What follows belongs to an exercise in optimizing a design on an open flow for small area; a production flow would make more cautious choices. RTL that was checked went through simulation tests only; none was proved equivalent to the original. No functional check of the RTL was part of run 3. Power is estimated from default activity; no workload was simulated.

===== flow/run.sh =====
#!/bin/bash
# Standard layout, with single-drive port buffers and a clock tree without dummy loads.
set -euo pipefail
cd "$(dirname "$0")/.."
bash standard.sh \
  BUFFER_PORTS_ARGS="-buffer_cell sky130_fd_sc_hd__buf_1" \
  CTS_ARGS="-sink_clustering_enable -repair_clock_nets -dont_use_dummy_load -buf_list {sky130_fd_sc_hd__clkbuf_4 sky130_fd_sc_hd__clkbuf_8} -sink_clustering_size 16 -sink_clustering_max_diameter 40" \
  finish > flow_make.log 2>&1

===== standard.sh =====
#!/bin/bash
# synth_recipe.tcl (not shown) runs the flow's synth.tcl, then flattens the netlist and writes it again
# the make line also repeats each setting of config.mk as NAME=value (left out here)
make -C /OpenROAD-flow-scripts/flow DESIGN_CONFIG=/design/flow/config.mk WORK_HOME=/design/flow/orfs CLKGATE_MAP_FILE= SYNTH_SCRIPT=/design/flow/synth_recipe.tcl "${@:-finish}"

===== config.mk =====
export PLATFORM = sky130hd
export DESIGN_NAME = sgd_top
export DESIGN_NICKNAME = sgd_top
export VERILOG_FILES = /design/flow/design.v
export SDC_FILE = /design/flow/constraint.sdc
export NUM_CORES = 4
export LEC_CHECK = 0
export CAP_MARGIN = 20
export CORE_MARGIN = 2
export CORE_UTILIZATION = 65
export SLEW_MARGIN = 20

===== constraint.sdc =====
create_clock -name core_clock -period 10.0 [get_ports {clk}]
set_input_delay 2.0000 -clock core_clock [delete_from_list [all_inputs] [get_ports {clk}]]
set_output_delay 2.0000 -clock core_clock [all_outputs]
set_load 0.01 [all_outputs]

===== design.v =====
`timescale 1ns/100ps
`default_nettype none
module sgd_top (
    input  wire        clk,
    input  wire        rst_n,
    input  wire        start,
    input  wire [15:0] mini_batch_size,
    input  wire [15:0] number_of_samples,
    input  wire [15:0] number_of_epochs,
    input  wire [4:0]  step_shift,
    input  wire [31:0] sample_features,
    input  wire [31:0] sample_label,
    input  wire        sample_valid,
    output wire        sample_ready,
    output wire [31:0] x_out_data,
    output wire        x_out_valid,
    input  wire        x_out_ready,
    output wire        x_out_last,
    output wire        done
);
    reg  [4:0]  ph;           
    reg         run;          
    reg         insamp;       
    reg         dact;         
    reg         ready_q;
    reg         xz;           
    reg         gact, gupd, gfirst, gfin;
    reg         om, xvalid, done_q;
    reg  [1:0]  widx;
    reg  [15:0] mbs_r, ns_r, ec_r;    
    reg  [15:0] bc_r, sc_r;           
    reg  [4:0]  sh_r;
    reg         rl_s, rl_b, ee, be, first_n;
    reg         bw_s, bw_b, bw_e, one_s, one_b, one_e;
    reg  [31:0] x0, x1, x2, x3;
    reg  [31:0] g0, g1, g2, g3;
    reg  [31:0] fr;               
    reg  [31:0] dl;               
    reg         sgn;              
    reg  [6:0]  lw;               
    reg  [5:0]  cd;               
    reg  [3:0]  cg0, cg1, cg2, cg3;
    reg         bx0, bx1, bx2, bx3;   
    wire p0  = (ph == 5'd0);
    wire p7  = (ph == 5'd7);
    wire p15 = (ph == 5'd15);
    wire p16 = (ph == 5'd16);
    wire p30 = (ph == 5'd30);
    wire p31 = (ph == 5'd31);
    wire [7:1] m;
    assign m[1] = (ph >= 5'd1);
    assign m[2] = (ph >= 5'd2);
    assign m[3] = (ph >= 5'd3);
    assign m[4] = (ph >= 5'd4);
    assign m[5] = (ph >= 5'd5);
    assign m[6] = (ph >= 5'd6);
    assign m[7] = (ph >= 5'd7);
    wire take_start = start & ~run;
    wire fend = p31 | take_start;
    wire d_on = p0 ? (insamp & sample_valid) : dact;
    wire [5:0] phs  = {1'b0, ph} + {1'b0, sh_r};
    wire       tapv = dl[5'd31 - sh_r];
    wire       L    = phs[5] ? sgn : tapv;
    wire [31:0] sf = sample_features;
    wire [7:0]  fa0 = fr[7:0];
    wire [7:0]  fa1 = fr[15:8];
    wire [7:0]  fa2 = fr[23:16];
    wire [7:0]  fa3 = fr[31:24];
    wire gb0 = g0[0] & ~gfirst;
    wire gb1 = g1[0] & ~gfirst;
    wire gb2 = g2[0] & ~gfirst;
    wire gb3 = g3[0] & ~gfirst;
    wire gn0, gn1, gn2, gn3;
    wire [3:0] cg0_n, cg1_n, cg2_n, cg3_n;
    wire upd = gact & gupd;
    wire ci0 = p0 | bx0;
    wire ci1 = p0 | bx1;
    wire ci2 = p0 | bx2;
    wire ci3 = p0 | bx3;
    wire [1:0] su0 = {1'b0, x0[0]} + {1'b0, ~gn0} + {1'b0, ci0};
    wire [1:0] su1 = {1'b0, x1[0]} + {1'b0, ~gn1} + {1'b0, ci1};
    wire [1:0] su2 = {1'b0, x2[0]} + {1'b0, ~gn2} + {1'b0, ci2};
    wire [1:0] su3 = {1'b0, x3[0]} + {1'b0, ~gn3} + {1'b0, ci3};
    wire xe0 = xz ? 1'b0 : (upd ? su0[0] : x0[0]);
    wire xe1 = xz ? 1'b0 : (upd ? su1[0] : x1[0]);
    wire xe2 = xz ? 1'b0 : (upd ? su2[0] : x2[0]);
    wire xe3 = xz ? 1'b0 : (upd ? su3[0] : x3[0]);
    wire [7:1] xw0, xw1, xw2, xw3;
    genvar t;
    generate
        for (t = 1; t < 8; t = t + 1) begin : g_win
            assign xw0[t] = x0[32-t] & m[t];
            assign xw1[t] = x1[32-t] & m[t];
            assign xw2[t] = x2[32-t] & m[t];
            assign xw3[t] = x3[32-t] & m[t];
        end
    endgenerate
    wire bsel = sample_label[ph];
    wire dbit;
    wire [5:0] cd_n;
    wire dc_w1;
    wire dc_w2;
    wire dc_w3;
    wire dc_w4;
    wire dc_w5;
    wire dc_w6;
    wire dc_w7;
    wire dc_w8;
    wire dc_w9;
    wire dc_w10;
    wire dc_w11;
    wire dc_w12;
    wire dc_w13;
    wire dc_w14;
    wire dc_w15;
    wire dc_w16;
    wire dc_w17;
    wire dc_w18;
    wire dc_w19;
    wire dc_w20;
    wire dc_w21;
    wire dc_w22;
    wire dc_w23;
    wire dc_w24;
    wire dc_w25;
    wire dc_w26;
    wire dc_w27;
    wire dc_w28;
    wire dc_w29;
    wire dc_w30;
    wire dc_w31;
    wire dc_w32;
    wire dc_w33;
    wire dc_w34;
    wire dc_w35;
    wire dc_w36;
    wire dc_w37;
    wire dc_w38;
    wire dc_w39;
    wire dc_w40;
    wire dc_w41;
    wire dc_w42;
    wire dc_w43;
    wire dc_w44;
    wire dc_w45;
    wire dc_w46;
    wire dc_w47;
    wire dc_w48;
    wire dc_w49;
    wire dc_w50;
    wire dc_w51;
    wire dc_w52;
    wire dc_w53;
    wire dc_w54;
    wire dc_w55;
    wire dc_w56;
    wire dc_w57;
    wire dc_w58;
    wire dc_w59;
    wire dc_w60;
    wire dc_w61;
    wire dc_w62;
    wire dc_w63;
    wire dc_w64;
    wire dc_w65;
    wire dc_w66;
    wire dc_w67;
    wire dc_w68;
    wire dc_w69;
    wire dc_w70;
    wire dc_w71;
    wire dc_w72;
    wire dc_w73;
    wire dc_w74;
    wire dc_w75;
    wire dc_w76;
    wire dc_w77;
    wire dc_w78;
    wire dc_w79;
    wire dc_w80;
    assign dc_w1 = (sf[0] & xe0) ^ (sf[1] & xw0[1]) ^ (sf[2] & xw0[2]);
    assign dc_w2 = ((sf[0] & xe0) & (sf[1] & xw0[1])) | ((sf[0] & xe0) & (sf[2] & xw0[2])) | ((sf[1] & xw0[1]) & (sf[2] & xw0[2]));
    assign dc_w3 = (sf[3] & xw0[3]) ^ (sf[4] & xw0[4]) ^ (sf[5] & xw0[5]);
    assign dc_w4 = ((sf[3] & xw0[3]) & (sf[4] & xw0[4])) | ((sf[3] & xw0[3]) & (sf[5] & xw0[5])) | ((sf[4] & xw0[4]) & (sf[5] & xw0[5]));
    assign dc_w5 = (sf[6] & xw0[6]) ^ (sf[7] & ~xw0[7] & m[7]) ^ (sf[7] & p7);
    assign dc_w6 = ((sf[6] & xw0[6]) & (sf[7] & ~xw0[7] & m[7])) | ((sf[6] & xw0[6]) & (sf[7] & p7)) | ((sf[7] & ~xw0[7] & m[7]) & (sf[7] & p7));
    assign dc_w7 = (sf[8] & xe1) ^ (sf[9] & xw1[1]) ^ (sf[10] & xw1[2]);
    assign dc_w8 = ((sf[8] & xe1) & (sf[9] & xw1[1])) | ((sf[8] & xe1) & (sf[10] & xw1[2])) | ((sf[9] & xw1[1]) & (sf[10] & xw1[2]));
    assign dc_w9 = (sf[11] & xw1[3]) ^ (sf[12] & xw1[4]) ^ (sf[13] & xw1[5]);
    assign dc_w10 = ((sf[11] & xw1[3]) & (sf[12] & xw1[4])) | ((sf[11] & xw1[3]) & (sf[13] & xw1[5])) | ((sf[12] & xw1[4]) & (sf[13] & xw1[5]));
    assign dc_w11 = (sf[14] & xw1[6]) ^ (sf[15] & ~xw1[7] & m[7]) ^ (sf[15] & p7);
    assign dc_w12 = ((sf[14] & xw1[6]) & (sf[15] & ~xw1[7] & m[7])) | ((sf[14] & xw1[6]) & (sf[15] & p7)) | ((sf[15] & ~xw1[7] & m[7]) & (sf[15] & p7));
    assign dc_w13 = (sf[16] & xe2) ^ (sf[17] & xw2[1]) ^ (sf[18] & xw2[2]);
    assign dc_w14 = ((sf[16] & xe2) & (sf[17] & xw2[1])) | ((sf[16] & xe2) & (sf[18] & xw2[2])) | ((sf[17] & xw2[1]) & (sf[18] & xw2[2]));
    assign dc_w15 = (sf[19] & xw2[3]) ^ (sf[20] & xw2[4]) ^ (sf[21] & xw2[5]);
    assign dc_w16 = ((sf[19] & xw2[3]) & (sf[20] & xw2[4])) | ((sf[19] & xw2[3]) & (sf[21] & xw2[5])) | ((sf[20] & xw2[4]) & (sf[21] & xw2[5]));
    assign dc_w17 = (sf[22] & xw2[6]) ^ (sf[23] & ~xw2[7] & m[7]) ^ (sf[23] & p7);
    assign dc_w18 = ((sf[22] & xw2[6]) & (sf[23] & ~xw2[7] & m[7])) | ((sf[22] & xw2[6]) & (sf[23] & p7)) | ((sf[23] & ~xw2[7] & m[7]) & (sf[23] & p7));
    assign dc_w19 = (sf[24] & xe3) ^ (sf[25] & xw3[1]) ^ (sf[26] & xw3[2]);
    assign dc_w20 = ((sf[24] & xe3) & (sf[25] & xw3[1])) | ((sf[24] & xe3) & (sf[26] & xw3[2])) | ((sf[25] & xw3[1]) & (sf[26] & xw3[2]));
    assign dc_w21 = (sf[27] & xw3[3]) ^ (sf[28] & xw3[4]) ^ (sf[29] & xw3[5]);
    assign dc_w22 = ((sf[27] & xw3[3]) & (sf[28] & xw3[4])) | ((sf[27] & xw3[3]) & (sf[29] & xw3[5])) | ((sf[28] & xw3[4]) & (sf[29] & xw3[5]));
    assign dc_w23 = (sf[30] & xw3[6]) ^ (sf[31] & ~xw3[7] & m[7]) ^ (sf[31] & p7);
    assign dc_w24 = ((sf[30] & xw3[6]) & (sf[31] & ~xw3[7] & m[7])) | ((sf[30] & xw3[6]) & (sf[31] & p7)) | ((sf[31] & ~xw3[7] & m[7]) & (sf[31] & p7));
    assign dc_w25 = ~bsel ^ p0 ^ cd[0];
    assign dc_w26 = (~bsel & p0) | (~bsel & cd[0]) | (p0 & cd[0]);
    assign dc_w27 = dc_w1 ^ dc_w3 ^ dc_w5;
    assign dc_w28 = (dc_w1 & dc_w3) | (dc_w1 & dc_w5) | (dc_w3 & dc_w5);
    assign dc_w29 = dc_w7 ^ dc_w9 ^ dc_w11;
    assign dc_w30 = (dc_w7 & dc_w9) | (dc_w7 & dc_w11) | (dc_w9 & dc_w11);
    assign dc_w31 = dc_w13 ^ dc_w15 ^ dc_w17;
    assign dc_w32 = (dc_w13 & dc_w15) | (dc_w13 & dc_w17) | (dc_w15 & dc_w17);
    assign dc_w33 = dc_w19 ^ dc_w21 ^ dc_w23;
    assign dc_w34 = (dc_w19 & dc_w21) | (dc_w19 & dc_w23) | (dc_w21 & dc_w23);
    assign dc_w35 = dc_w2 ^ dc_w4 ^ dc_w6;
    assign dc_w36 = (dc_w2 & dc_w4) | (dc_w2 & dc_w6) | (dc_w4 & dc_w6);
    assign dc_w37 = dc_w8 ^ dc_w10 ^ dc_w12;
    assign dc_w38 = (dc_w8 & dc_w10) | (dc_w8 & dc_w12) | (dc_w10 & dc_w12);
    assign dc_w39 = dc_w14 ^ dc_w16 ^ dc_w18;
    assign dc_w40 = (dc_w14 & dc_w16) | (dc_w14 & dc_w18) | (dc_w16 & dc_w18);
    assign dc_w41 = dc_w20 ^ dc_w22 ^ dc_w24;
    assign dc_w42 = (dc_w20 & dc_w22) | (dc_w20 & dc_w24) | (dc_w22 & dc_w24);
    assign dc_w43 = dc_w27 ^ dc_w29 ^ dc_w31;
    assign dc_w44 = (dc_w27 & dc_w29) | (dc_w27 & dc_w31) | (dc_w29 & dc_w31);
    assign dc_w45 = dc_w28 ^ dc_w30 ^ dc_w32;
    assign dc_w46 = (dc_w28 & dc_w30) | (dc_w28 & dc_w32) | (dc_w30 & dc_w32);
    assign dc_w47 = dc_w34 ^ dc_w35 ^ dc_w37;
    assign dc_w48 = (dc_w34 & dc_w35) | (dc_w34 & dc_w37) | (dc_w35 & dc_w37);
    assign dc_w49 = dc_w39 ^ dc_w41 ^ dc_w26;
    assign dc_w50 = (dc_w39 & dc_w41) | (dc_w39 & dc_w26) | (dc_w41 & dc_w26);
    assign dc_w51 = dc_w36 ^ dc_w38 ^ dc_w40;
    assign dc_w52 = (dc_w36 & dc_w38) | (dc_w36 & dc_w40) | (dc_w38 & dc_w40);
    assign dc_w53 = dc_w43 ^ dc_w33 ^ dc_w25;
    assign dc_w54 = (dc_w43 & dc_w33) | (dc_w43 & dc_w25) | (dc_w33 & dc_w25);
    assign dc_w55 = dc_w44 ^ dc_w45 ^ dc_w47;
    assign dc_w56 = (dc_w44 & dc_w45) | (dc_w44 & dc_w47) | (dc_w45 & dc_w47);
    assign dc_w57 = dc_w46 ^ dc_w48 ^ dc_w50;
    assign dc_w58 = (dc_w46 & dc_w48) | (dc_w46 & dc_w50) | (dc_w48 & dc_w50);
    assign dc_w59 = dc_w51 ^ dc_w42 ^ cd[2];
    assign dc_w60 = (dc_w51 & dc_w42) | (dc_w51 & cd[2]) | (dc_w42 & cd[2]);
    assign dc_w61 = dc_w54 ^ dc_w55 ^ dc_w49;
    assign dc_w62 = (dc_w54 & dc_w55) | (dc_w54 & dc_w49) | (dc_w55 & dc_w49);
    assign dc_w63 = dc_w56 ^ dc_w57 ^ dc_w59;
    assign dc_w64 = (dc_w56 & dc_w57) | (dc_w56 & dc_w59) | (dc_w57 & dc_w59);
    assign dc_w65 = dc_w58 ^ dc_w60 ^ dc_w52;
    assign dc_w66 = (dc_w58 & dc_w60) | (dc_w58 & dc_w52) | (dc_w60 & dc_w52);
    assign dc_w67 = dc_w64 ^ dc_w65 ^ cd[3];
    assign dc_w68 = (dc_w64 & dc_w65) | (dc_w64 & cd[3]) | (dc_w65 & cd[3]);
    assign dc_w69 = dc_w68 ^ dc_w66 ^ cd[4];
    assign dc_w70 = (dc_w68 & dc_w66) | (dc_w68 & cd[4]) | (dc_w66 & cd[4]);
    assign dc_w71 = dc_w61 ^ cd[1];
    assign dc_w72 = dc_w61 & cd[1];
    assign dc_w73 = dc_w62 ^ dc_w63 ^ dc_w72;
    assign dc_w74 = (dc_w62 & dc_w63) | (dc_w62 & dc_w72) | (dc_w63 & dc_w72);
    assign dc_w75 = dc_w67 ^ dc_w74;
    assign dc_w76 = dc_w67 & dc_w74;
    assign dc_w77 = dc_w69 ^ dc_w76;
    assign dc_w78 = dc_w69 & dc_w76;
    assign dc_w79 = dc_w70 ^ cd[5] ^ dc_w78;
    assign dc_w80 = (dc_w70 & cd[5]) | (dc_w70 & dc_w78) | (cd[5] & dc_w78);
    assign dbit = dc_w53;
    assign cd_n = {dc_w80, dc_w79, dc_w77, dc_w75, dc_w73, dc_w71};
    wire gc0_w1;
    wire gc0_w2;
    wire gc0_w3;
    wire gc0_w4;
    wire gc0_w5;
    wire gc0_w6;
    wire gc0_w7;
    wire gc0_w8;
    wire gc0_w9;
    wire gc0_w10;
    wire gc0_w11;
    wire gc0_w12;
    wire gc0_w13;
    wire gc0_w14;
    wire gc0_w15;
    wire gc0_w16;
    wire gc0_w17;
    wire gc0_w18;
    wire gc0_w19;
    wire gc0_w20;
    wire gc0_w21;
    wire gc0_w22;
    assign gc0_w1 = (fa0[0] & L) ^ (fa0[1] & lw[0] & m[1]) ^ (fa0[2] & lw[1] & m[2]);
    assign gc0_w2 = ((fa0[0] & L) & (fa0[1] & lw[0] & m[1])) | ((fa0[0] & L) & (fa0[2] & lw[1] & m[2])) | ((fa0[1] & lw[0] & m[1]) & (fa0[2] & lw[1] & m[2]));
    assign gc0_w3 = (fa0[3] & lw[2] & m[3]) ^ (fa0[4] & lw[3] & m[4]) ^ (fa0[5] & lw[4] & m[5]);
    assign gc0_w4 = ((fa0[3] & lw[2] & m[3]) & (fa0[4] & lw[3] & m[4])) | ((fa0[3] & lw[2] & m[3]) & (fa0[5] & lw[4] & m[5])) | ((fa0[4] & lw[3] & m[4]) & (fa0[5] & lw[4] & m[5]));
    assign gc0_w5 = (fa0[6] & lw[5] & m[6]) ^ (fa0[7] & ~lw[6] & m[7]) ^ (fa0[7] & p7);
    assign gc0_w6 = ((fa0[6] & lw[5] & m[6]) & (fa0[7] & ~lw[6] & m[7])) | ((fa0[6] & lw[5] & m[6]) & (fa0[7] & p7)) | ((fa0[7] & ~lw[6] & m[7]) & (fa0[7] & p7));
    assign gc0_w7 = gc0_w1 ^ gc0_w3 ^ gc0_w5;
    assign gc0_w8 = (gc0_w1 & gc0_w3) | (gc0_w1 & gc0_w5) | (gc0_w3 & gc0_w5);
    assign gc0_w9 = gc0_w2 ^ gc0_w4 ^ gc0_w6;
    assign gc0_w10 = (gc0_w2 & gc0_w4) | (gc0_w2 & gc0_w6) | (gc0_w4 & gc0_w6);
    assign gc0_w11 = gc0_w7 ^ gb0 ^ cg0[0];
    assign gc0_w12 = (gc0_w7 & gb0) | (gc0_w7 & cg0[0]) | (gb0 & cg0[0]);
    assign gc0_w13 = gc0_w8 ^ gc0_w9 ^ cg0[1];
    assign gc0_w14 = (gc0_w8 & gc0_w9) | (gc0_w8 & cg0[1]) | (gc0_w9 & cg0[1]);
    assign gc0_w15 = gc0_w14 ^ gc0_w10 ^ cg0[2];
    assign gc0_w16 = (gc0_w14 & gc0_w10) | (gc0_w14 & cg0[2]) | (gc0_w10 & cg0[2]);
    assign gc0_w17 = gc0_w12 ^ gc0_w13;
    assign gc0_w18 = gc0_w12 & gc0_w13;
    assign gc0_w19 = gc0_w15 ^ gc0_w18;
    assign gc0_w20 = gc0_w15 & gc0_w18;
    assign gc0_w21 = gc0_w16 ^ cg0[3] ^ gc0_w20;
    assign gc0_w22 = (gc0_w16 & cg0[3]) | (gc0_w16 & gc0_w20) | (cg0[3] & gc0_w20);
    assign gn0 = gc0_w11;
    assign cg0_n = {gc0_w22, gc0_w21, gc0_w19, gc0_w17};
    wire gc1_w1;
    wire gc1_w2;
    wire gc1_w3;
    wire gc1_w4;
    wire gc1_w5;
    wire gc1_w6;
    wire gc1_w7;
    wire gc1_w8;
    wire gc1_w9;
    wire gc1_w10;
    wire gc1_w11;
    wire gc1_w12;
    wire gc1_w13;
    wire gc1_w14;
    wire gc1_w15;
    wire gc1_w16;
    wire gc1_w17;
    wire gc1_w18;
    wire gc1_w19;
    wire gc1_w20;
    wire gc1_w21;
    wire gc1_w22;
    assign gc1_w1 = (fa1[0] & L) ^ (fa1[1] & lw[0] & m[1]) ^ (fa1[2] & lw[1] & m[2]);
    assign gc1_w2 = ((fa1[0] & L) & (fa1[1] & lw[0] & m[1])) | ((fa1[0] & L) & (fa1[2] & lw[1] & m[2])) | ((fa1[1] & lw[0] & m[1]) & (fa1[2] & lw[1] & m[2]));
    assign gc1_w3 = (fa1[3] & lw[2] & m[3]) ^ (fa1[4] & lw[3] & m[4]) ^ (fa1[5] & lw[4] & m[5]);
    assign gc1_w4 = ((fa1[3] & lw[2] & m[3]) & (fa1[4] & lw[3] & m[4])) | ((fa1[3] & lw[2] & m[3]) & (fa1[5] & lw[4] & m[5])) | ((fa1[4] & lw[3] & m[4]) & (fa1[5] & lw[4] & m[5]));
    assign gc1_w5 = (fa1[6] & lw[5] & m[6]) ^ (fa1[7] & ~lw[6] & m[7]) ^ (fa1[7] & p7);
    assign gc1_w6 = ((fa1[6] & lw[5] & m[6]) & (fa1[7] & ~lw[6] & m[7])) | ((fa1[6] & lw[5] & m[6]) & (fa1[7] & p7)) | ((fa1[7] & ~lw[6] & m[7]) & (fa1[7] & p7));
    assign gc1_w7 = gc1_w1 ^ gc1_w3 ^ gc1_w5;
    assign gc1_w8 = (gc1_w1 & gc1_w3) | (gc1_w1 & gc1_w5) | (gc1_w3 & gc1_w5);
    assign gc1_w9 = gc1_w2 ^ gc1_w4 ^ gc1_w6;
    assign gc1_w10 = (gc1_w2 & gc1_w4) | (gc1_w2 & gc1_w6) | (gc1_w4 & gc1_w6);
    assign gc1_w11 = gc1_w7 ^ gb1 ^ cg1[0];
    assign gc1_w12 = (gc1_w7 & gb1) | (gc1_w7 & cg1[0]) | (gb1 & cg1[0]);
    assign gc1_w13 = gc1_w8 ^ gc1_w9 ^ cg1[1];
    assign gc1_w14 = (gc1_w8 & gc1_w9) | (gc1_w8 & cg1[1]) | (gc1_w9 & cg1[1]);
    assign gc1_w15 = gc1_w14 ^ gc1_w10 ^ cg1[2];
    assign gc1_w16 = (gc1_w14 & gc1_w10) | (gc1_w14 & cg1[2]) | (gc1_w10 & cg1[2]);
    assign gc1_w17 = gc1_w12 ^ gc1_w13;
    assign gc1_w18 = gc1_w12 & gc1_w13;
    assign gc1_w19 = gc1_w15 ^ gc1_w18;
    assign gc1_w20 = gc1_w15 & gc1_w18;
    assign gc1_w21 = gc1_w16 ^ cg1[3] ^ gc1_w20;
    assign gc1_w22 = (gc1_w16 & cg1[3]) | (gc1_w16 & gc1_w20) | (cg1[3] & gc1_w20);
    assign gn1 = gc1_w11;
    assign cg1_n = {gc1_w22, gc1_w21, gc1_w19, gc1_w17};
    wire gc2_w1;
    wire gc2_w2;
    wire gc2_w3;
    wire gc2_w4;
    wire gc2_w5;
    wire gc2_w6;
    wire gc2_w7;
    wire gc2_w8;
    wire gc2_w9;
    wire gc2_w10;
    wire gc2_w11;
    wire gc2_w12;
    wire gc2_w13;
    wire gc2_w14;
    wire gc2_w15;
    wire gc2_w16;
    wire gc2_w17;
    wire gc2_w18;
    wire gc2_w19;
    wire gc2_w20;
    wire gc2_w21;
    wire gc2_w22;
    assign gc2_w1 = (fa2[0] & L) ^ (fa2[1] & lw[0] & m[1]) ^ (fa2[2] & lw[1] & m[2]);
    assign gc2_w2 = ((fa2[0] & L) & (fa2[1] & lw[0] & m[1])) | ((fa2[0] & L) & (fa2[2] & lw[1] & m[2])) | ((fa2[1] & lw[0] & m[1]) & (fa2[2] & lw[1] & m[2]));
    assign gc2_w3 = (fa2[3] & lw[2] & m[3]) ^ (fa2[4] & lw[3] & m[4]) ^ (fa2[5] & lw[4] & m[5]);
    assign gc2_w4 = ((fa2[3] & lw[2] & m[3]) & (fa2[4] & lw[3] & m[4])) | ((fa2[3] & lw[2] & m[3]) & (fa2[5] & lw[4] & m[5])) | ((fa2[4] & lw[3] & m[4]) & (fa2[5] & lw[4] & m[5]));
    assign gc2_w5 = (fa2[6] & lw[5] & m[6]) ^ (fa2[7] & ~lw[6] & m[7]) ^ (fa2[7] & p7);
    assign gc2_w6 = ((fa2[6] & lw[5] & m[6]) & (fa2[7] & ~lw[6] & m[7])) | ((fa2[6] & lw[5] & m[6]) & (fa2[7] & p7)) | ((fa2[7] & ~lw[6] & m[7]) & (fa2[7] & p7));
    assign gc2_w7 = gc2_w1 ^ gc2_w3 ^ gc2_w5;
    assign gc2_w8 = (gc2_w1 & gc2_w3) | (gc2_w1 & gc2_w5) | (gc2_w3 & gc2_w5);
    assign gc2_w9 = gc2_w2 ^ gc2_w4 ^ gc2_w6;
    assign gc2_w10 = (gc2_w2 & gc2_w4) | (gc2_w2 & gc2_w6) | (gc2_w4 & gc2_w6);
    assign gc2_w11 = gc2_w7 ^ gb2 ^ cg2[0];
    assign gc2_w12 = (gc2_w7 & gb2) | (gc2_w7 & cg2[0]) | (gb2 & cg2[0]);
    assign gc2_w13 = gc2_w8 ^ gc2_w9 ^ cg2[1];
    assign gc2_w14 = (gc2_w8 & gc2_w9) | (gc2_w8 & cg2[1]) | (gc2_w9 & cg2[1]);
    assign gc2_w15 = gc2_w14 ^ gc2_w10 ^ cg2[2];
    assign gc2_w16 = (gc2_w14 & gc2_w10) | (gc2_w14 & cg2[2]) | (gc2_w10 & cg2[2]);
    assign gc2_w17 = gc2_w12 ^ gc2_w13;
    assign gc2_w18 = gc2_w12 & gc2_w13;
    assign gc2_w19 = gc2_w15 ^ gc2_w18;
    assign gc2_w20 = gc2_w15 & gc2_w18;
    assign gc2_w21 = gc2_w16 ^ cg2[3] ^ gc2_w20;
    assign gc2_w22 = (gc2_w16 & cg2[3]) | (gc2_w16 & gc2_w20) | (cg2[3] & gc2_w20);
    assign gn2 = gc2_w11;
    assign cg2_n = {gc2_w22, gc2_w21, gc2_w19, gc2_w17};
    wire gc3_w1;
    wire gc3_w2;
    wire gc3_w3;
    wire gc3_w4;
    wire gc3_w5;
    wire gc3_w6;
    wire gc3_w7;
    wire gc3_w8;
    wire gc3_w9;
    wire gc3_w10;
    wire gc3_w11;
    wire gc3_w12;
    wire gc3_w13;
    wire gc3_w14;
    wire gc3_w15;
    wire gc3_w16;
    wire gc3_w17;
    wire gc3_w18;
    wire gc3_w19;
    wire gc3_w20;
    wire gc3_w21;
    wire gc3_w22;
    assign gc3_w1 = (fa3[0] & L) ^ (fa3[1] & lw[0] & m[1]) ^ (fa3[2] & lw[1] & m[2]);
    assign gc3_w2 = ((fa3[0] & L) & (fa3[1] & lw[0] & m[1])) | ((fa3[0] & L) & (fa3[2] & lw[1] & m[2])) | ((fa3[1] & lw[0] & m[1]) & (fa3[2] & lw[1] & m[2]));
    assign gc3_w3 = (fa3[3] & lw[2] & m[3]) ^ (fa3[4] & lw[3] & m[4]) ^ (fa3[5] & lw[4] & m[5]);
    assign gc3_w4 = ((fa3[3] & lw[2] & m[3]) & (fa3[4] & lw[3] & m[4])) | ((fa3[3] & lw[2] & m[3]) & (fa3[5] & lw[4] & m[5])) | ((fa3[4] & lw[3] & m[4]) & (fa3[5] & lw[4] & m[5]));
    assign gc3_w5 = (fa3[6] & lw[5] & m[6]) ^ (fa3[7] & ~lw[6] & m[7]) ^ (fa3[7] & p7);
    assign gc3_w6 = ((fa3[6] & lw[5] & m[6]) & (fa3[7] & ~lw[6] & m[7])) | ((fa3[6] & lw[5] & m[6]) & (fa3[7] & p7)) | ((fa3[7] & ~lw[6] & m[7]) & (fa3[7] & p7));
    assign gc3_w7 = gc3_w1 ^ gc3_w3 ^ gc3_w5;
    assign gc3_w8 = (gc3_w1 & gc3_w3) | (gc3_w1 & gc3_w5) | (gc3_w3 & gc3_w5);
    assign gc3_w9 = gc3_w2 ^ gc3_w4 ^ gc3_w6;
    assign gc3_w10 = (gc3_w2 & gc3_w4) | (gc3_w2 & gc3_w6) | (gc3_w4 & gc3_w6);
    assign gc3_w11 = gc3_w7 ^ gb3 ^ cg3[0];
    assign gc3_w12 = (gc3_w7 & gb3) | (gc3_w7 & cg3[0]) | (gb3 & cg3[0]);
    assign gc3_w13 = gc3_w8 ^ gc3_w9 ^ cg3[1];
    assign gc3_w14 = (gc3_w8 & gc3_w9) | (gc3_w8 & cg3[1]) | (gc3_w9 & cg3[1]);
    assign gc3_w15 = gc3_w14 ^ gc3_w10 ^ cg3[2];
    assign gc3_w16 = (gc3_w14 & gc3_w10) | (gc3_w14 & cg3[2]) | (gc3_w10 & cg3[2]);
    assign gc3_w17 = gc3_w12 ^ gc3_w13;
    assign gc3_w18 = gc3_w12 & gc3_w13;
    assign gc3_w19 = gc3_w15 ^ gc3_w18;
    assign gc3_w20 = gc3_w15 & gc3_w18;
    assign gc3_w21 = gc3_w16 ^ cg3[3] ^ gc3_w20;
    assign gc3_w22 = (gc3_w16 & cg3[3]) | (gc3_w16 & gc3_w20) | (cg3[3] & gc3_w20);
    assign gn3 = gc3_w11;
    assign cg3_n = {gc3_w22, gc3_w21, gc3_w19, gc3_w17};
    always @(posedge clk) begin
        dl  <= {dl[30:0], dbit};
        lw  <= {lw[5:0], L};
        if (p31) sgn <= dbit;
        cd  <= fend ? 6'd0 : cd_n;
        cg0 <= fend ? 4'd0 : cg0_n;
        cg1 <= fend ? 4'd0 : cg1_n;
        cg2 <= fend ? 4'd0 : cg2_n;
        cg3 <= fend ? 4'd0 : cg3_n;
        bx0 <= su0[1];
        bx1 <= su1[1];
        bx2 <= su2[1];
        bx3 <= su3[1];
        g0 <= {gact ? gn0 : g0[0], g0[31:1]};
        g1 <= {gact ? gn1 : g1[0], g1[31:1]};
        g2 <= {gact ? gn2 : g2[0], g2[31:1]};
        g3 <= {gact ? gn3 : g3[0], g3[31:1]};
        x0 <= {xe0, x0[31:1]};
        if (!om) begin
            x1 <= {xe1, x1[31:1]};
            x2 <= {xe2, x2[31:1]};
            x3 <= {xe3, x3[31:1]};
        end
    end
    wire final_edge = gact & gfin & p31;
    wire xfer = xvalid & x_out_ready;
    always @(posedge clk) begin
        if (d_on & p31)
            fr <= sample_features;
        else if (final_edge)
            fr <= {xe0, x0[31:1]};
        else if (xfer)
            fr <= (widx == 2'd0) ? x1 : (widx == 2'd1) ? x2 : x3;
    end
    wire cwin = d_on & ~ph[4];
    wire es   = rl_s ? ns_r[0] : sc_r[0];
    wire eb   = rl_b ? mbs_r[0] : bc_r[0];
    wire bws  = p0 | bw_s;
    wire bwb  = p0 | bw_b;
    wire os   = p0 ? es : (one_s & ~es);
    wire ob   = p0 ? eb : (one_b & ~eb);
    wire ewin = d_on & ph[4] & ee;
    wire bwe  = p16 | bw_e;
    wire oe   = p16 ? ec_r[0] : (one_e & ~ec_r[0]);
    wire fin_now = ee & oe;
    always @(posedge clk) begin
        if (take_start) begin
            mbs_r <= mini_batch_size;
            ns_r  <= number_of_samples;
            ec_r  <= number_of_epochs;
            sh_r  <= step_shift;
        end else begin
            mbs_r <= {mbs_r[0], mbs_r[15:1]};
            ns_r  <= {ns_r[0], ns_r[15:1]};
            ec_r  <= {ewin ? (ec_r[0] ^ bwe) : ec_r[0], ec_r[15:1]};
        end
        sc_r  <= {cwin ? (es ^ bws) : sc_r[0], sc_r[15:1]};
        bc_r  <= {cwin ? (eb ^ bwb) : bc_r[0], bc_r[15:1]};
        bw_s  <= bws & ~es;
        bw_b  <= bwb & ~eb;
        bw_e  <= bwe & ~ec_r[0];
        one_s <= os;
        one_b <= ob;
        one_e <= oe;
    end
    always @(posedge clk) begin
        if (!rst_n) begin
            ph      <= 5'd0;
            run     <= 1'b0;
            insamp  <= 1'b0;
            dact    <= 1'b0;
            ready_q <= 1'b0;
            gact    <= 1'b0;
            om      <= 1'b0;
            xvalid  <= 1'b0;
            done_q  <= 1'b0;
        end else begin
            ph      <= take_start ? 5'd0 : ph + 5'd1;
            ready_q <= d_on & p30;
            if (take_start) begin
                run    <= 1'b1;
                insamp <= 1'b1;
                done_q <= 1'b0;
                dact   <= 1'b0;
                gact   <= 1'b0;
                om     <= 1'b0;
            end else begin
                if (p0) dact <= insamp & sample_valid;
                if (p31) begin
                    dact <= 1'b0;
                    gact <= d_on;
                    if (d_on & fin_now) insamp <= 1'b0;
                end
                if (final_edge) begin
                    om     <= 1'b1;
                    xvalid <= 1'b1;
                end else if (xfer & (widx == 2'd3)) begin
                    om     <= 1'b0;
                    xvalid <= 1'b0;
                    done_q <= 1'b1;
                    run    <= 1'b0;
                end
            end
        end
    end
    always @(posedge clk) begin
        if (take_start) begin
            rl_s <= 1'b1;
            rl_b <= 1'b1;
            xz   <= 1'b1;
        end else begin
            if (p31) xz <= 1'b0;
            if (cwin & p15) begin
                rl_s    <= os;
                rl_b    <= os | ob;
                ee      <= os;
                be      <= os | ob;
                first_n <= rl_b;
            end
        end
        if (p31) begin
            gupd   <= be;
            gfirst <= first_n;
            gfin   <= fin_now;
        end
        if (final_edge) widx <= 2'd0;
        else if (xfer) widx <= widx + 2'd1;
    end
    assign sample_ready = ready_q;
    assign x_out_data   = fr;
    assign x_out_valid  = xvalid;
    assign x_out_last   = (widx == 2'd3);
    assign done         = done_q;
endmodule
`default_nettype wire

==> flow_metrics.env, run 1 <==
export IMPL_status="complete, no violations"
export IMPL_routed_wirelength_um=32800
export IMPL_min_period_over_period_pct=91.5
export IMPL_transition_time_at_the_pin_with_the_least_slew_margin_ns=0.848
export IMPL_finalNetCount=1732
export IMPL_io_buffers=157
export IMPL_initial_utilization_pct=66.4
export IMPL_first_pass_grt_wire_length_um=51400
export IMPL_hp_start="g1[31]"
export IMPL_path_class="flop to flop"
export IMPL_grt_antenna_before_repair=1
export IMPL_setup_repair_after_global_routing_missed_its_margin="no"
export IMPL_synth_fa_ha_area_share_pct=11.2
export IMPL_fraction_of_synthesized_area_in_multiplexers_pct=4.58
export IMPL_timing_final_crit_period_ns=9.15
export IMPL_clk_latency_worst_skew_pair_ns=0.57
export IMPL_power_frac_comb_pct=6.2
export IMPL_cell_types_with_the_largest_area_share_after_synthesis="dfxtp_1, edfxtp_1, fa_1"
export IMPL_worst_clock_skew_ns=0.0425
export IMPL_resize_count_post_cts=0
export IMPL_drt_first_pass_iters=5
export IMPL_yosys_warnings=1
export IMPL_critPathMostFrequentCell="fa_1"
export IMPL_intPower_uw=2610
export IMPL_i_o_pins=158
export IMPL_clock_tree_from_tritoncts="built"
export IMPL_critPathLaunch="sh_r[0]"
export IMPL_antennaDiodeCount=0
export IMPL_final_hold_viol_count=0
export IMPL_final_instance_count_excl_fill=1834
export IMPL_track_usage_pct=25.2
export IMPL_timing_critical_path_arrival_ns=9.60
export IMPL_detail_route_iter0_violations=803
export IMPL_async_reset_ff_share_pct=0
export IMPL_h_tree_depth=2
export IMPL_share_seq_of_total_power_pct=64.5
export IMPL_first_global_vias=9765
export IMPL_final_max_slew_viol_count=0
export IMPL_multi_input_combinational_cell_area_sq_mm=0.00538
export IMPL_layout_commonest_cell="dfxtp_1"
export IMPL_power_density_mw_per_mm2=183
export IMPL_seq_area_frac_synth_pct=64.6
export IMPL_layout_common_cells="dfxtp_1, nand2_1, buf_1, edfxtp_1, inv_1"
export IMPL_routed_wire_per_std_cell_um=17.9
export IMPL_synthesis_instances=1342
export IMPL_synthesis_nets=1568
export IMPL_switchingPower_uw=727
export IMPL_maxSlewHeadroom_pct=43.5
export IMPL_cpPeakStageDelay_ns=0.71
export IMPL_worst_hold_path_type="flop to flop"
export IMPL_finalHoldWorstSlack_ns=0.292
export IMPL_die_width_um=164
export IMPL_count_of_flip_flops_with_a_built_in_enable_after_synthesis=140
export IMPL_ys_ff_latch=469
export IMPL_syn_mean_instance_area_sq_um=12.5
export IMPL_cap_violations=0
export IMPL_fin_tns_setup_ns=0
export IMPL_cp_max_fo=11
export IMPL_core_area_sq_mm=0.0252
export IMPL_synth_simple_gate_area_share_pct=12.1
export IMPL_clk_path_buf_depth=3
export IMPL_drive_above_1_share_pct=5.98
export IMPL_overflow=0
export IMPL_fp_row_count=58
export IMPL_synth_compound_area_share_pct=3.84
export IMPL_critical_path_slowest_cell="edfxtp_1"
export IMPL_path_clk_slew_ns=0.08
export IMPL_synth_distinct_cells=49
export IMPL_crit_reg2reg_launch="sh_r[0]"
export IMPL_num_vias=9781
export IMPL_sw_frac_of_total_pct=21.8
export IMPL_dieHeight_um=164
export IMPL_number_of_setup_violations_in_the_final_report=0
export IMPL_crit_path_end_kind="flop"
export IMPL_dp_hpwl_um=23200
export IMPL_vdd_ir_drop_max_uv=175
export IMPL_synth_top_family_by_area="simple AND/OR/NAND/NOR gates"
export IMPL_synthDominantAreaCellType="dfxtp_1"
export IMPL_mappedNetlistArea_sq_mm=0.0167
export IMPL_crit_path_start_kind="flop"
export IMPL_clock_power_share_pct=29.3
export IMPL_max_clock_freq_mhz=109
export IMPL_clock_buffer_count_from_cts=47
export IMPL_ys_dominant_reg_cell="dfxtp_1"
export IMPL_route_antenna_remaining_nets=0
export IMPL_cts_sinks=469
export IMPL_drc=0
export IMPL_dieArea_sq_mm=0.0270
export IMPL_fillers=1823
export IMPL_gp_congestion=0.945
export IMPL_cts_hold_buffers=0
export IMPL_vias_per_std_cell=5.33
export IMPL_root_buffer="clkbuf_8"
export IMPL_flow_area_growth_from_synthesis_pct=9.17
export IMPL_xor_xnor_cell_area_share_of_the_yosys_netlist_pct=0.157
export IMPL_post_cts_setup_buffers=0
export IMPL_grt_max_degree=93
export IMPL_seqCellArea_sq_mm=0.0108
export IMPL_p_leak_uw=0.00788
export IMPL_cell_count_after_placement=1787
export IMPL_netlist_area_leader_share_pct=39.4
export IMPL_critical_path_required_ns=10.45
power by group through the flow:
stage / registers (uW) / clock network [uW] / logic [uW]
CTS: 2150 / 1000 / 209
detailed placement: 2190 / 0 / 207
global placement: 2190 / 0 / 201
global route: 2170 / 1080 / 235
floorplan: 2170 / 0 / 148
finish: 2150 / 976 / 205
critical path: cells and delay by family, from the launching register on:
kind / cells / cell delay (ns)
adder cells (fa/ha/maj): 14 / 5.95
multiplexers: 2 / 1.00
AO/OA/AOI/OAI: 4 / 0.86
flip-flops: 1 / 0.71
AND/OR/NAND/NOR: 3 / 0.35
buffers and inverters: 4 / 0.21
final timing paths:
check | end | slack (ns) | cells after the start
worst max register to register | cd[4] | 0.85 | 27
worst min register to register | g1[30] | 0.29 | 0
worst min-delay path | g1[30] | 0.29 | 0
worst max-delay path | cd[4] | 0.85 | 27
logic make-up after synthesis:
| group | after synthesis |
|---|---|
| simple gates | 455 |
| buf+inv | 145 |
| flops | 469 |
| mux | 57 |
| compound gates | 109 |
| xor+xnor | 3 |
| fa+ha+maj | 104 |
flip-flops by register name, indices dropped and copies added, names as in the netlist, 4 cells and up:
| signal | count |
|---|---|
| g2 | 32 |
| cg2 | 4 |
| x3 | 32 |
| sc_r | 16 |
| cd | 6 |
| dl | 32 |
| x0 | 32 |
| x1 | 32 |
| ec_r | 16 |
| x2 | 32 |
| sh_r | 5 |
| g3 | 32 |
| bc_r | 16 |
| lw | 7 |
| g1 | 32 |
| fr | 32 |
| cg0 | 4 |
| cg3 | 4 |
| ns_r | 16 |
| ph | 5 |
| g0 | 32 |
| mbs_r | 16 |
| cg1 | 4 |
layout make-up:
cell class,instances,share of cell area [%]
inverters,92,1.90
multi-input cells,728,29.5
well taps,330,2.26
repair buffers,168,3.70
clock buffers,47,3.54
flip-flops and latches,469,59.1
cell usage after synthesis, types with 6 or more instances:
cell type / number
a21boi_0: 6
a21oi_1: 19
a31oi_1: 33
and2_1: 31
and3_1: 43
buf_2: 6
clkbuf_1: 37
dfxtp_1: 329
edfxtp_1: 140
fa_1: 77
ha_1: 27
inv_1: 91
mux2i_1: 38
mux4_2: 15
nand2_1: 271
nand2b_1: 18
nand3_1: 18
nor2_1: 53
o21ai_0: 38
metal layers:
metal	GRT usage (%)	wire, um	part of all wire [%]	vias up
li1	-	-	-	4709
met2	38.4	14600	44	316
met3	5.03	2420	7.4	68
met5	0	0	0	-
met4	8.01	878	2.7	0
met1	36.7	15000	46	4688
through the flow:
step | setup WS [ns] | total power [uW] | instance area (sq um) | utilization, %
CTS | 0.793 | 3370 | 18200 | 72.4
detailed placement | 0.795 | 2400 | 17600 | 69.8
finish | 0.847 | 3330 | 18200 | 72.5
global placement | 0.955 | 2390 | 17600 | 69.8
global route | 0.404 | 3480 | 18200 | 72.5
floorplan | 1.66 | 2320 | 16700 | -
==> run 2, diff against run 1 <==
==> flow/run.sh (replaced) <==
#!/bin/bash
# The standard layout (standard.sh), with three changes:
#  - synthesis maps the logic with an area-oriented ABC script;
#  - ports are buffered with the smallest buffer;
#  - the clock tree uses small buffers and no dummy loads.
set -euo pipefail
W="$(cd "$(dirname "$0")/.." && pwd)"
cd "$W"
export FLOW_WORK="$W"
export FLOW_ABC_SCRIPT="$W/flow/abc_area.script"
bash standard.sh \
  SYNTH_SCRIPT="$W/flow/synth_area.tcl" \
  BUFFER_PORTS_ARGS="-buffer_cell sky130_fd_sc_hd__buf_1" \
  CTS_ARGS="-sink_clustering_enable -repair_clock_nets -dont_use_dummy_load -buf_list sky130_fd_sc_hd__clkbuf_4 -sink_clustering_size 12 -sink_clustering_max_diameter 35" \
  finish > "$W/flow_make.log" 2>&1
==> flow/abc_area.script (new file) <==
&get -n
&st
&dch
&nf -a
&st
&syn2
&if -g -K 6
&synch2
&nf -a
&st
&dch
&nf -a
&put
topo
stime -c
==> flow/synth_area.tcl (new file) <==
# The standard synthesis (synth_recipe.tcl), with ABC's mapping of the
# logic aimed at area (abc_area.script beside this file) instead of delay.
# Registers, their names and their cells are those of the standard synthesis.
proc abc {args} {
  set i [lsearch -exact $args -script]
  if {$i >= 0} {
    lset args [expr {$i + 1}] $::env(FLOW_ABC_SCRIPT)
  }
  yosys abc {*}$args
}
source $::env(FLOW_WORK)/synth_recipe.tcl
==> flow_metrics.env, run 2 <==
export IMPL_transition_time_at_the_pin_with_the_least_slew_margin_ns=0.899
export IMPL_met3_wirelength_um=2020
export IMPL_i_o_pins=158
export IMPL_synthesis_nets=1489
export IMPL_worst_hold_path_type="flop to flop"
export IMPL_ys_ff_latch=469
export IMPL_critPathMostFrequentCell="fa_1"
export IMPL_ys_dominant_reg_cell="dfxtp_1"
export IMPL_overflow=0
export IMPL_io_buffers=157
export IMPL_yosys_top_cells_count="dfxtp_1, nand2_1, edfxtp_1"
export IMPL_h_tree_depth=2
export IMPL_synthDominantAreaCellType="dfxtp_1"
export IMPL_drt_first_pass_iters=5
export IMPL_fillers=1842
export IMPL_clock_tree_from_tritoncts="built"
export IMPL_first_pass_grt_wire_length_um=50900
export IMPL_dieArea_sq_mm=0.0265
export IMPL_vias_per_std_cell=5.37
export IMPL_path_clk_slew_ns=0.11
export IMPL_clk_path_buf_depth=3
export IMPL_critical_path_slowest_cell="edfxtp_1"
export IMPL_cap_violations=0
export IMPL_max_clock_freq_mhz=105
export IMPL_finalCoreUtilization_pct=71.9
export IMPL_core_area_sq_mm=0.0250
export IMPL_track_usage_pct=25.3
export IMPL_critPathLaunch="sh_r[0]"
export IMPL_wl_met1_um=14300
export IMPL_initial_utilization_pct=65.7
export IMPL_wl_met2_um=15300
export IMPL_synth_distinct_cells=36
export IMPL_clk_latency_worst_skew_pair_ns=0.72
export IMPL_cell_types_with_the_largest_area_share_after_synthesis="dfxtp_1, edfxtp_1, fa_1"
export IMPL_die_width_um=163
export IMPL_fin_tns_setup_ns=0
export IMPL_dp_hpwl_um=23400
export IMPL_mappedNetlistArea_sq_mm=0.0164
export IMPL_cp_max_fo=13
export IMPL_flow_area_growth_from_synthesis_pct=9.47
export IMPL_critical_path_required_ns=10.60
export IMPL_root_buffer="clkbuf_4"
export IMPL_number_of_setup_violations_in_the_final_report=0
export IMPL_resize_count_post_cts=0
export IMPL_dieHeight_um=163
export IMPL_crit_path_end_kind="flop"
export IMPL_setup_repair_after_global_routing_missed_its_margin="no"
export IMPL_preCtsSetupSlack_ns=0.460
export IMPL_routed_wire_per_std_cell_um=17.8
export IMPL_min_period_over_period_pct=95.3
export IMPL_post_cts_setup_buffers=0
export IMPL_cts_hold_buffers=0
export IMPL_crit_path_start_kind="flop"
export IMPL_synth_most_common_cell="dfxtp_1"
export IMPL_synthesis_instances=1263
export IMPL_finalNetCount=1718
export IMPL_highest_signal_layer="met5"
export IMPL_grt_max_degree=68
export IMPL_drc=0
export IMPL_route_antenna_remaining_nets=0
export IMPL_routed_wirelength_um=32500
export IMPL_num_vias=9774
export IMPL_crit_reg2reg_launch="sh_r[0]"
export IMPL_path_class="flop to flop"
export IMPL_p_leak_uw=0.00729
export IMPL_final_max_slew_viol_count=0
export IMPL_layout_common_cells="dfxtp_1, nand2_1, buf_1, edfxtp_1, clkinv_1"
export IMPL_worst_clock_skew_ns=0.0744
export IMPL_netlist_area_leader_share_pct=40.2
export IMPL_grt_antenna_before_repair=2
export IMPL_power_density_mw_per_mm2=176
export IMPL_drive_above_1_share_pct=5.97
export IMPL_gp_congestion=0.881
export IMPL_first_global_vias=9836
export IMPL_cpPeakStageDelay_ns=0.75
export IMPL_seq_area_frac_synth_pct=65.8
export IMPL_final_hold_viol_count=0
export IMPL_cts_sinks=469
export IMPL_detail_route_iter0_violations=695
export IMPL_maxSlewHeadroom_pct=40.1
export IMPL_placed_cell_area_sq_mm=0.0175
export IMPL_hp_start="g2[7]"
export IMPL_timing_critical_path_arrival_ns=10.13
export IMPL_final_critical_path_setup_slack_ns=0.471
export IMPL_vdd_ir_drop_max_uv=141
export IMPL_syn_mean_instance_area_sq_um=13.0
export IMPL_layout_cell_area_non_filler_sq_mm=0.0179
export IMPL_timing_final_crit_period_ns=9.53
export IMPL_layout_commonest_cell="dfxtp_1"
export IMPL_yosys_warnings=1
export IMPL_async_reset_ff_share_pct=0
export IMPL_fp_row_count=58
export IMPL_clock_buffer_count_from_cts=57
export IMPL_status="complete, no violations"
export IMPL_count_of_flip_flops_with_a_built_in_enable_after_synthesis=140
export IMPL_finalHoldWorstSlack_ns=0.288
run 2: cell count changes in the layout (fill, tap and decap cells not counted), moves of 36 or more:
cell,delta
clkinv_1,+93
nand2_1,-69
clkbuf_8,-47
clkbuf_4,+57
inv_1,-90
a21oi_1,+38
and2_0,+36
run 2: routing by layer:
layer	GRT usage (%)	up-vias
li1	-	4728
met1	35.7	4671
met2	40.8	307
met3	4.13	66
met4	8.09	2
met5	0	-
run 2: area by class of cell:
class                   count  area, sq um  area share (%)
diodes                      1         2.50          0.0139
multi-input cells         700         5270            29.4
repair buffers            170          687            3.83
inverters                  94          354            1.97
clock buffers              57          428            2.38
well taps                 330          413            2.30
flip-flops and latches    469        10800            60.1
run 2: where the power goes:
group,switching (uW),internal [uW]
combinational,111,91.4
clock,538,261
sequential,61.4,2090
run 2: critical path: cells and delay by family, from the launching register on:
kind / cells / cell delay (ns)
DFF: 1 / 0.75
and+or+nand+nor: 4 / 0.68
AOI/OAI and AO/OA: 4 / 0.75
buffers and inverters: 5 / 0.39
muxes: 2 / 0.96
adders and majority gates: 14 / 5.92
run 2: metrics by stage:
stage          power, uW  instances
3_3_place_gp        2390       1763
2_1_floorplan       2310       1263
4_1_cts             3190       1820
5_1_grt             3290       1821
6_report            3150       1821
3_5_place_dp        2400       1763
run 2: path summary, 6_finish.rpt:
check / to / slack [ns] / depth (start not counted)
max: cd[4] / 0.47 / 29
min: g2[6] / 0.29 / 0
min reg2reg: g2[6] / 0.29 / 0
max reg2reg: cd[4] / 0.47 / 29
run 2: kinds of logic (layout without fill, tap and decap cells):
| logic type | Yosys count | after routing | synth area share (%) |
|---|---|---|---|
| flip-flops | 469 | 469 | 65.8 |
| AND/OR/NAND/NOR | 385 | 385 | 10.7 |
| AO/OA/AOI/OAI | 155 | 155 | 5.55 |
| adder cells (fa/ha/maj) | 104 | 104 | 11.5 |
| buffers and inverters | 94 | 321 | 2.15 |
| multiplexers | 55 | 55 | 4.29 |
| XOR/XNOR | 1 | 1 | 0.0534 |
| other | 0 | 1 | 0 |
==> run 3, diff against run 2 <==
--- a/design.v
+++ b/design.v
@@ -58,5 +58,5 @@
     wire take_start = start & ~run;
     wire fend = p31 | take_start;
-    wire d_on = p0 ? (insamp & sample_valid) : dact;
+    wire d_on = p0 ? (insamp & sample_valid & ~(gact & gupd)) : dact;
     wire [5:0] phs  = {1'b0, ph} + {1'b0, sh_r};
     wire       tapv = dl[5'd31 - sh_r];
@@ -86,4 +86,8 @@
     wire xe2 = xz ? 1'b0 : (upd ? su2[0] : x2[0]);
     wire xe3 = xz ? 1'b0 : (upd ? su3[0] : x3[0]);
+    wire xd0 = x0[0] & ~xz;
+    wire xd1 = x1[0] & ~xz;
+    wire xd2 = x2[0] & ~xz;
+    wire xd3 = x3[0] & ~xz;
     wire [7:1] xw0, xw1, xw2, xw3;
     genvar t;
@@ -179,24 +183,24 @@
     wire dc_w79;
     wire dc_w80;
-    assign dc_w1 = (sf[0] & xe0) ^ (sf[1] & xw0[1]) ^ (sf[2] & xw0[2]);
-    assign dc_w2 = ((sf[0] & xe0) & (sf[1] & xw0[1])) | ((sf[0] & xe0) & (sf[2] & xw0[2])) | ((sf[1] & xw0[1]) & (sf[2] & xw0[2]));
+    assign dc_w1 = (sf[0] & xd0) ^ (sf[1] & xw0[1]) ^ (sf[2] & xw0[2]);
+    assign dc_w2 = ((sf[0] & xd0) & (sf[1] & xw0[1])) | ((sf[0] & xd0) & (sf[2] & xw0[2])) | ((sf[1] & xw0[1]) & (sf[2] & xw0[2]));
     assign dc_w3 = (sf[3] & xw0[3]) ^ (sf[4] & xw0[4]) ^ (sf[5] & xw0[5]);
     assign dc_w4 = ((sf[3] & xw0[3]) & (sf[4] & xw0[4])) | ((sf[3] & xw0[3]) & (sf[5] & xw0[5])) | ((sf[4] & xw0[4]) & (sf[5] & xw0[5]));
     assign dc_w5 = (sf[6] & xw0[6]) ^ (sf[7] & ~xw0[7] & m[7]) ^ (sf[7] & p7);
     assign dc_w6 = ((sf[6] & xw0[6]) & (sf[7] & ~xw0[7] & m[7])) | ((sf[6] & xw0[6]) & (sf[7] & p7)) | ((sf[7] & ~xw0[7] & m[7]) & (sf[7] & p7));
-    assign dc_w7 = (sf[8] & xe1) ^ (sf[9] & xw1[1]) ^ (sf[10] & xw1[2]);
-    assign dc_w8 = ((sf[8] & xe1) & (sf[9] & xw1[1])) | ((sf[8] & xe1) & (sf[10] & xw1[2])) | ((sf[9] & xw1[1]) & (sf[10] & xw1[2]));
+    assign dc_w7 = (sf[8] & xd1) ^ (sf[9] & xw1[1]) ^ (sf[10] & xw1[2]);
+    assign dc_w8 = ((sf[8] & xd1) & (sf[9] & xw1[1])) | ((sf[8] & xd1) & (sf[10] & xw1[2])) | ((sf[9] & xw1[1]) & (sf[10] & xw1[2]));
     assign dc_w9 = (sf[11] & xw1[3]) ^ (sf[12] & xw1[4]) ^ (sf[13] & xw1[5]);
     assign dc_w10 = ((sf[11] & xw1[3]) & (sf[12] & xw1[4])) | ((sf[11] & xw1[3]) & (sf[13] & xw1[5])) | ((sf[12] & xw1[4]) & (sf[13] & xw1[5]));
     assign dc_w11 = (sf[14] & xw1[6]) ^ (sf[15] & ~xw1[7] & m[7]) ^ (sf[15] & p7);
     assign dc_w12 = ((sf[14] & xw1[6]) & (sf[15] & ~xw1[7] & m[7])) | ((sf[14] & xw1[6]) & (sf[15] & p7)) | ((sf[15] & ~xw1[7] & m[7]) & (sf[15] & p7));
-    assign dc_w13 = (sf[16] & xe2) ^ (sf[17] & xw2[1]) ^ (sf[18] & xw2[2]);
-    assign dc_w14 = ((sf[16] & xe2) & (sf[17] & xw2[1])) | ((sf[16] & xe2) & (sf[18] & xw2[2])) | ((sf[17] & xw2[1]) & (sf[18] & xw2[2]));
+    assign dc_w13 = (sf[16] & xd2) ^ (sf[17] & xw2[1]) ^ (sf[18] & xw2[2]);
+    assign dc_w14 = ((sf[16] & xd2) & (sf[17] & xw2[1])) | ((sf[16] & xd2) & (sf[18] & xw2[2])) | ((sf[17] & xw2[1]) & (sf[18] & xw2[2]));
     assign dc_w15 = (sf[19] & xw2[3]) ^ (sf[20] & xw2[4]) ^ (sf[21] & xw2[5]);
     assign dc_w16 = ((sf[19] & xw2[3]) & (sf[20] & xw2[4])) | ((sf[19] & xw2[3]) & (sf[21] & xw2[5])) | ((sf[20] & xw2[4]) & (sf[21] & xw2[5]));
     assign dc_w17 = (sf[22] & xw2[6]) ^ (sf[23] & ~xw2[7] & m[7]) ^ (sf[23] & p7);
     assign dc_w18 = ((sf[22] & xw2[6]) & (sf[23] & ~xw2[7] & m[7])) | ((sf[22] & xw2[6]) & (sf[23] & p7)) | ((sf[23] & ~xw2[7] & m[7]) & (sf[23] & p7));
-    assign dc_w19 = (sf[24] & xe3) ^ (sf[25] & xw3[1]) ^ (sf[26] & xw3[2]);
-    assign dc_w20 = ((sf[24] & xe3) & (sf[25] & xw3[1])) | ((sf[24] & xe3) & (sf[26] & xw3[2])) | ((sf[25] & xw3[1]) & (sf[26] & xw3[2]));
+    assign dc_w19 = (sf[24] & xd3) ^ (sf[25] & xw3[1]) ^ (sf[26] & xw3[2]);
+    assign dc_w20 = ((sf[24] & xd3) & (sf[25] & xw3[1])) | ((sf[24] & xd3) & (sf[26] & xw3[2])) | ((sf[25] & xw3[1]) & (sf[26] & xw3[2]));
     assign dc_w21 = (sf[27] & xw3[3]) ^ (sf[28] & xw3[4]) ^ (sf[29] & xw3[5]);
     assign dc_w22 = ((sf[27] & xw3[3]) & (sf[28] & xw3[4])) | ((sf[27] & xw3[3]) & (sf[29] & xw3[5])) | ((sf[28] & xw3[4]) & (sf[29] & xw3[5]));
@@ -532,5 +536,5 @@
                 om     <= 1'b0;
             end else begin
-                if (p0) dact <= insamp & sample_valid;
+                if (p0) dact <= d_on;
                 if (p31) begin
                     dact <= 1'b0;
==> flow_metrics.env, run 3 <==
export IMPL_max_clock_freq_mhz=148
export IMPL_dieArea_sq_mm=0.0266
export IMPL_finalHoldWorstSlack_ns=0.288
export IMPL_clock_buffer_count_from_cts=57
export IMPL_timing_final_crit_period_ns=6.78
export IMPL_overflow=0
export IMPL_core_area_sq_mm=0.0250
export IMPL_track_usage_pct=25.9
export IMPL_vias_per_std_cell=5.38
export IMPL_layout_commonest_cell="dfxtp_1"
export IMPL_resize_count_post_cts=0
export IMPL_fp_row_count=58
export IMPL_drc=0
export IMPL_fraction_of_synthesized_area_in_multiplexers_pct=4.61
export IMPL_yosys_top_cells_count="dfxtp_1, nand2_1, edfxtp_1"
export IMPL_timing_critical_path_arrival_ns=7.37
export IMPL_num_vias=9890
export IMPL_flow_area_growth_from_synthesis_pct=9.39
export IMPL_drt_first_pass_iters=5
export IMPL_maxSlewHeadroom_pct=41.5
export IMPL_grt_antenna_before_repair=2
export IMPL_finalNetCount=1733
export IMPL_grt_max_degree=68
export IMPL_synth_simple_gate_area_share_pct=10.6
export IMPL_post_cts_setup_buffers=0
export IMPL_initial_utilization_pct=65.8
export IMPL_crit_path_start_kind="flop"
export IMPL_vdd_ir_drop_max_uv=132
export IMPL_number_of_setup_violations_in_the_final_report=0
export IMPL_io_buffers=157
export IMPL_final_hold_viol_count=0
export IMPL_synth_most_common_cell="dfxtp_1"
export IMPL_synth_top_family_by_area="adder cells"
export IMPL_first_global_vias=10089
export IMPL_routed_wire_per_std_cell_um=18.1
export IMPL_h_tree_depth=2
export IMPL_gp_congestion=0.847
export IMPL_xor_xnor_cell_area_share_of_the_yosys_netlist_pct=0.0532
export IMPL_first_pass_grt_wire_length_um=52900
export IMPL_netlist_area_leader_share_pct=40.0
export IMPL_count_of_flip_flops_with_a_built_in_enable_after_synthesis=140
export IMPL_synth_compound_area_share_pct=5.09
export IMPL_ys_ff_latch=469
export IMPL_path_class="flop to flop"
export IMPL_worst_clock_skew_ns=0.0790
export IMPL_clock_tree_from_tritoncts="built"
export IMPL_status="complete, no violations"
export IMPL_power_density_mw_per_mm2=178
export IMPL_i_o_pins=158
export IMPL_path_clk_slew_ns=0.12
export IMPL_setup_repair_after_global_routing_missed_its_margin="no"
export IMPL_cts_hold_buffers=0
export IMPL_synth_fa_ha_area_share_pct=11.4
export IMPL_crit_path_end_kind="flop"
export IMPL_transition_time_at_the_pin_with_the_least_slew_margin_ns=0.876
export IMPL_detail_route_iter0_violations=767
export IMPL_min_period_over_period_pct=67.8
export IMPL_dieHeight_um=163
export IMPL_root_buffer="clkbuf_4"
export IMPL_clk_path_buf_depth=3
export IMPL_cp_max_fo=17
export IMPL_synthDominantAreaCellType="dfxtp_1"
export IMPL_layout_common_cells="dfxtp_1, nand2_1, buf_1, edfxtp_1, clkinv_1"
export IMPL_fin_tns_setup_ns=0
export IMPL_final_max_slew_viol_count=0
export IMPL_synth_distinct_cells=36
export IMPL_cap_violations=0
export IMPL_ys_dominant_reg_cell="dfxtp_1"
export IMPL_async_reset_ff_share_pct=0
export IMPL_syn_mean_instance_area_sq_um=12.9
export IMPL_mappedNetlistArea_sq_mm=0.0165
export IMPL_cell_types_with_the_largest_area_share_after_synthesis="dfxtp_1, edfxtp_1, fa_1"
export IMPL_route_antenna_remaining_nets=0
export IMPL_yosys_warnings=1
export IMPL_routed_wirelength_um=33200
export IMPL_drive_above_1_share_pct=5.78
export IMPL_die_width_um=163
export IMPL_cts_sinks=469
export IMPL_critical_path_required_ns=10.59
export IMPL_seq_area_frac_synth_pct=65.5
export IMPL_synthesis_nets=1507
export IMPL_p_leak_uw=0.00725
export IMPL_dp_hpwl_um=23400
export IMPL_worst_hold_path_type="flop to flop"
export IMPL_synthesis_instances=1281
export IMPL_clk_latency_worst_skew_pair_ns=0.72
## run 3: cell types whose count changed in the layout (fill, tap and decap cells not counted), moves of 9 or more
cell / change
nand3_1: +19
and3_1: -9
clkinv_1: +25
nand2_1: -13
nor2_1: +9
## run 3: routing by layer
metal	wire length, um	GRT usage [%]
met1	14500	35.7
met4	697	7.88
met5	0	0
met3	2200	4.95
met2	15800	42.3
## run 3: report_power, final
group | internal, uW | switching (uW)
logic | 95.2 | 118
clock network | 261 | 548
registers | 2110 | 71.3
total | 2470 | 738
## run 3: cells by family after synthesis
family,Yosys count
AO/OA/AOI/OAI,143
XOR/XNOR,1
adder cells (fa/ha/maj),104
buffers and inverters,119
flip-flops,469
multiplexers,58
AND/OR/NAND/NOR,387
## run 3: worst paths after layout
check | to | slack [ns] | depth (start not counted) | from
hold / removal | bc_r[5] | 0.29 | 0 | bc_r[6]
hold reg to reg | bc_r[5] | 0.29 | 0 | bc_r[6]
setup reg to reg | cd[4] | 3.22 | 19 | ph[0]
setup / recovery | cd[4] | 3.22 | 19 | ph[0]
## run 3: cell type report
type / instances / area [sq um]
tap: 330 / 413
clock buffer: 57 / 428
inverter: 119 / 448
sequential: 469 / 10800
multi-input combinational: 693 / 5260
timing repair buffer: 167 / 664
fill: 1813 / 7030
antenna: 2 / 5.00
## run 3: per-stage QoR
stage / util [%] / power (uW) / cell area [sq um] / setup WS [ns] / instances
final: 71.9 / 3210 / 18000 / 3.22 / 1837
after global routing: 71.9 / 3350 / 18000 / 2.86 / 1837
after CTS: 71.8 / 3240 / 18000 / 3.19 / 1835
after detailed placement: 70.1 / 2440 / 17600 / 3.10 / 1778
after global placement: 70.1 / 2430 / 17600 / 3.22 / 1778
after floorplan: - / 2340 / 16500 / 3.50 / 1281
## run 3: critical path, stage by stage (launching register included)
cell,delay (ns)
dfxtp_1,0.92
clkinv_1,0.23
ha_1,0.28
or3_1,0.59
and3_1,0.30
fa_1,0.49
clkinv_1,0.09
fa_1,0.47
fa_1,0.55
clkinv_1,0.08
fa_1,0.51
clkinv_1,0.10
fa_1,0.51
clkinv_1,0.06
ha_1,0.18
fa_1,0.36
ha_1,0.19
ha_1,0.19
fa_1,0.41
and2_0,0.15

[port drivers added, routing unchanged]
Ports are ideal in the flow. The routed layouts listed here were re-timed in OpenROAD.
Step 1 sets driving cells, clkbuf_16 on the clock port and buf_2 on the other inputs (assumed; they add their load-dependent delay and slew).
Step 2 also shifts input and output timing later by t, the mid clock arrival at the registers, as if the neighbouring blocks saw the same clock.
a / b / c = no drivers / after step 1 / after step 2; a / b = the first two.
run | t (ns) | setup slack, ns | worst setup path after step 2 | worst register clock-pin slew, ns | worst slew at a driven data input, ns
run 1 | 0.596 | 0.847 / 0.847 / 0.847 | register to register | 0.09 / 0.09 | 0.06
run 2 | 0.730 | 0.471 / 0.471 / 0.471 | register to register | 0.12 / 0.12 | 0.06
run 3 | 0.722 | 3.222 / 3.222 / 3.115 | input to register | 0.12 / 0.12 | 0.08
After both steps every run listed still meets setup and hold. The setup slack of run 3, which loses most, moves by 0.000 ns with the drivers and by -0.107 ns with both steps.
